Context: an optimization exercise on an open-source flow, tuned for small area. The choices shown serve that exercise and are no tape-out recipe. Only simulation tests tie the RTL to the original design; equivalence was not proved. Power is estimated from default activity; no workload was simulated.

Setup of run 4:
==> flow/design.v (excerpt) <==
module grid_line_path_walker #(
   parameter int COORD_BITS = 8
) (
   input  logic                  clock,
   input  logic                  reset,
   input  logic                  req_valid,
   output logic                  req_stall,
   input  logic                  req_command,
   input  logic [COORD_BITS-1:0] req_start_y,
   input  logic [COORD_BITS-1:0] req_start_x,
   input  logic [COORD_BITS-1:0] req_end_y,
   input  logic [COORD_BITS-1:0] req_end_x,
   input  logic                  req_pass_through,
   input  logic                  req_info_mode,
   input  logic                  req_stop_at_occupant,
   input  logic                  req_cell_projectable,
   input  logic                  req_cell_believed_wall,
   input  logic                  req_cell_occupied,
   output logic                  rsp_valid,
   input  logic                  rsp_stall,
   output logic [COORD_BITS-1:0] rsp_grid_y,
   output logic [COORD_BITS-1:0] rsp_grid_x,
   output logic                  rsp_grid_valid,
   output logic                  rsp_path_done,
   output logic [glpw_pkg::LEN_W-1:0] rsp_path_length,
   input  logic                  csr_psel,
   input  logic                  csr_penable,
   input  logic                  csr_pwrite,
   input  logic [glpw_pkg::CSR_ADDR_W-1:0] csr_paddr,
   input  logic [glpw_pkg::CSR_DATA_W-1:0] csr_pwdata,
   output logic [glpw_pkg::CSR_DATA_W-1:0] csr_prdata,
   output logic                  csr_pready
);
Size in the first run: about 400 cells after synthesis, roughly 87 flip-flops, ~140 I/O pins, roughly 4400 µm² of cells after synthesis.
clock: 10.5 ns
lec_check: 0
cap_margin: 20
core_margin: 2
core_utilization: 40
slew_margin: 20
standard.sh (not shown) runs the stock make flow with config.mk's settings and CLKGATE_MAP_FILE= SYNTH_SCRIPT=/design/flow/synth_recipe.tcl, a recipe that flattens the netlist after the stock synthesis.
==> flow/flow/run.sh <==
#!/bin/bash
set -euo pipefail
bash standard.sh "BUFFER_PORTS_ARGS=-buffer_cell sky130_fd_sc_hd__buf_1" "CTS_ARGS=-sink_clustering_enable -repair_clock_nets -dont_use_dummy_load" finish > flow_make.log 2>&1
Setup changes, run 4 to run 3
==> flow/flow/run.sh <==
#!/bin/bash
# Standard layout, but with the smallest buffer on each port instead of the
# default port buffer cell. Every tool's output goes to flow_make.log here;
# ORFS also keeps per-step logs under orfs/logs.
set -euo pipefail
bash standard.sh "BUFFER_PORTS_ARGS=-buffer_cell sky130_fd_sc_hd__buf_1" finish > flow_make.log 2>&1
## What came out
Of run 4 and run 3, the higher sequential cell area share belongs to run 4.
When run 3 is set beside run 4, its part of the power in the clock network turns out to be 6.4 points larger.
Run 3 reports a lower worst setup slack than run 4 does.

grid_line_path_walker, a different RTL version from the one above (not shown whole).
Size: about 140 I/O pins, roughly 4100 um2 of cells after synthesis.
export LEC_CHECK = 0
export CAP_MARGIN = 20
export CORE_MARGIN = 2
export CORE_UTILIZATION = 40
export SLEW_MARGIN = 20
create_clock -name core_clock -period 10.5 [get_ports {clock}]
==> flow/flow/run.sh <==
#!/bin/bash
set -euo pipefail
bash standard.sh "BUFFER_PORTS_ARGS=-buffer_cell sky130_fd_sc_hd__buf_1" "CTS_ARGS=-sink_clustering_enable -dont_use_dummy_load -buf_list {sky130_fd_sc_hd__clkbuf_4} -root_buf sky130_fd_sc_hd__clkbuf_8" finish > flow_make.log 2>&1
Change:
==> flow/flow/run.sh (replaced) <==
#!/bin/bash
# Standard layout (the standard.sh, standard synthesis unchanged) with two
# changes: each port gets the smallest buffer (buf_1) instead of the default
# port buffer cell, and clock tree synthesis adds no dummy loads. make's full
# output goes to flow_make.log here; ORFS keeps per-step logs in orfs/logs.
set -euo pipefail
bash standard.sh \
  "BUFFER_PORTS_ARGS=-buffer_cell sky130_fd_sc_hd__buf_1" \
  "CTS_ARGS=-sink_clustering_enable -repair_clock_nets -dont_use_dummy_load" \
  finish > flow_make.log 2>&1
Worst setup slack does not change.
Design area stays the same.
Via count stays the same.
Cell count is unchanged.
Fmax is unchanged.
Worst hold slack stays the same.
Die area stays the same.
Register-to-register slack hardly moves.
Total power is unchanged.
First-iteration DRC count is unchanged.

grid_line_path_walker with an RTL version that a note above also has.
For scale: about 400 cells after synthesis, roughly 87 flip-flops, ~4400 um^2 of cells after synthesis.
// grid_line_path_walker
module grid_line_path_walker #(
   parameter int COORD_BITS = 8
) (
   input  logic                  clock,
   input  logic                  reset,
   input  logic                  req_valid,
   output logic                  req_stall,
   input  logic                  req_command,
   input  logic [COORD_BITS-1:0] req_start_y,
   input  logic [COORD_BITS-1:0] req_start_x,
   input  logic [COORD_BITS-1:0] req_end_y,
   input  logic [COORD_BITS-1:0] req_end_x,
   input  logic                  req_pass_through,
   input  logic                  req_info_mode,
   input  logic                  req_stop_at_occupant,
   input  logic                  req_cell_projectable,
   input  logic                  req_cell_believed_wall,
   input  logic                  req_cell_occupied,
   output logic                  rsp_valid,
   input  logic                  rsp_stall,
   output logic [COORD_BITS-1:0] rsp_grid_y,
   output logic [COORD_BITS-1:0] rsp_grid_x,
   output logic                  rsp_grid_valid,
   output logic                  rsp_path_done,
   output logic [glpw_pkg::LEN_W-1:0] rsp_path_length,
   input  logic                  csr_psel,
   input  logic                  csr_penable,
   input  logic                  csr_pwrite,
   input  logic [glpw_pkg::CSR_ADDR_W-1:0] csr_paddr,
   input  logic [glpw_pkg::CSR_DATA_W-1:0] csr_pwdata,
   output logic [glpw_pkg::CSR_DATA_W-1:0] csr_prdata,
   output logic                  csr_pready
);
   localparam int CB = COORD_BITS;
   localparam int LW = glpw_pkg::LEN_W;
   localparam logic [2:0] ST_IDLE = 3'd0;
   localparam logic [2:0] ST_CLR  = 3'd1;
   localparam logic [2:0] ST_S1   = 3'd2;
   localparam logic [2:0] ST_S2   = 3'd3;
   localparam logic [2:0] ST_S3   = 3'd4;
   localparam logic [2:0] ST_C1   = 3'd5;
   localparam logic [2:0] ST_C2   = 3'd6;
   localparam logic [2:0] ST_Z    = 3'd7;
   logic [LW-1:0] rl_ff;
   logic [CB-1:0] y_ff, x_ff;
   logic [LW-1:0] cl_ff;
   logic          vld_ff, gv_ff, dn_ff;
   logic [CB-1:0] a_ff, m_ff, r_ff;
   logic [LW-1:0] s_ff;
   logic [2:0]    ph_ff, st_ff;
   logic          hm_ff, yd_ff, xd_ff, pt_ff, im_ff, so_ff, pk_ff;
   logic          mn_ff, acc_ff, cb_ff, rc_ff, yc_ff, xc_ff, cs_ff;
  ...
==> flow/config.mk <==
export PLATFORM = sky130hd
export DESIGN_NAME = grid_line_path_walker
export DESIGN_NICKNAME = grid_line_path_walker
export VERILOG_FILES = /design/flow/design.v
export SDC_FILE = /design/flow/constraint.sdc
export NUM_CORES = 4
export LEC_CHECK = 0
export CAP_MARGIN = 20
export CORE_MARGIN = 2
export CORE_UTILIZATION = 40
export SLEW_MARGIN = 20
==> flow/constraint.sdc <==
create_clock -name core_clock -period 10.5 [get_ports {clock}]
set_input_delay 2.1000 -clock core_clock [delete_from_list [all_inputs] [get_ports {clock}]]
set_output_delay 2.1000 -clock core_clock [all_outputs]
set_load 0.01 [all_outputs]
run.sh (not shown) runs the stock make flow with config.mk's settings and CLKGATE_MAP_FILE= SYNTH_SCRIPT=/design/flow/synth_recipe.tcl, a recipe that flattens the netlist after the stock synthesis.
Stock flow here: none of the scripts above is used.
Change:
==> flow/flow/run.sh (new file) <==
#!/bin/bash
set -euo pipefail
bash standard.sh "BUFFER_PORTS_ARGS=-buffer_cell sky130_fd_sc_hd__buf_1" "CTS_ARGS=-sink_clustering_enable -repair_clock_nets -dont_use_dummy_load -buf_list {sky130_fd_sc_hd__clkbuf_4} -root_buf sky130_fd_sc_hd__clkbuf_8" finish > flow_make.log 2>&1
==> flow/standard.sh (new file) <==
#!/bin/bash
# synth_recipe.tcl (not shown) runs the flow's synth.tcl, then flattens the netlist and writes it again
# the make line also repeats each setting of config.mk as NAME=value (left out here)
make -C /OpenROAD-flow-scripts/flow DESIGN_CONFIG=/design/flow/config.mk WORK_HOME=/design/flow/orfs CLKGATE_MAP_FILE= SYNTH_SCRIPT=/design/flow/synth_recipe.tcl "${@:-finish}"
removed: flow/run.sh
- critical path depth stays the same
- core utilization went down by 6.0 points
- synthesized cell count is unchanged
- worst setup slack gains 0.76 ns
- wire length went up by about 0.7%
- non-clock buffer count went up by 1
- total power went down by 13%
- sequential cell count does not change
- global-route usage barely changes
Change:
==> flow/flow/run.sh (replaced) <==
#!/bin/bash
set -euo pipefail
bash standard.sh "BUFFER_PORTS_ARGS=-buffer_cell sky130_fd_sc_hd__buf_1" "CTS_ARGS=-sink_clustering_enable -repair_clock_nets -dont_use_dummy_load -buf_list {sky130_fd_sc_hd__clkbuf_4 sky130_fd_sc_hd__clkbuf_8} -sink_clustering_size 25" finish > flow_make.log 2>&1
Area after synthesis does not change. Total power stays the same. Core utilization is unchanged. Wire length does not change. Clock-buffer cell count stays the same. Cell area does not change. Global-route usage is unchanged. Sequential cell count stays the same. Setup slack stays the same. Register-to-register slack barely changes. Hold slack stays the same.

[re-timing with driven ports]
No port has a modelled driver above. Below, the same layouts with a new extraction and two added sets of constraints. Step 1, drivers: a clkbuf_16 drives clock and a buf_2 each remaining input, both assumed. Step 2 times the ports against the registers' clock, not the clock port: input delays grow and output delays shrink by t, the midpoint of the rising clock arrivals with the driver on. Slacks: ideal / step 1 / step 2; pairs: ideal / step 1.
| run | shift t [ns] | setup slack, ns | hold slack, ns | slew at the worst register clock pin (ns) |
|---|---|---|---|---|
| run 4 | 0.398 | 5.767 / 5.742 / 5.742 | 0.446 / 0.446 / 0.446 | 0.09 / 0.09 |
| run 3 | 0.401 | 5.758 / 5.733 / 5.733 | 0.446 / 0.446 / 0.446 | 0.09 / 0.09 |
| the first run of note 2 | 0.372 | 5.836 / 5.815 / 5.815 | 0.423 / 0.423 / 0.423 | 0.09 / 0.09 |
| the second run of note 2 | 0.372 | 5.836 / 5.815 / 5.815 | 0.423 / 0.423 / 0.423 | 0.09 / 0.09 |
| the first run of note 3 | 0.377 | 5.007 / 4.984 / 4.984 | 0.443 / 0.443 / 0.443 | 0.09 / 0.09 |
| the second run of note 3 | 0.398 | 5.767 / 5.742 / 5.742 | 0.446 / 0.446 / 0.446 | 0.09 / 0.09 |
| the third run of note 3 | 0.398 | 5.767 / 5.742 / 5.742 | 0.446 / 0.446 / 0.446 | 0.09 / 0.09 |
After both steps every run listed still meets setup and hold.
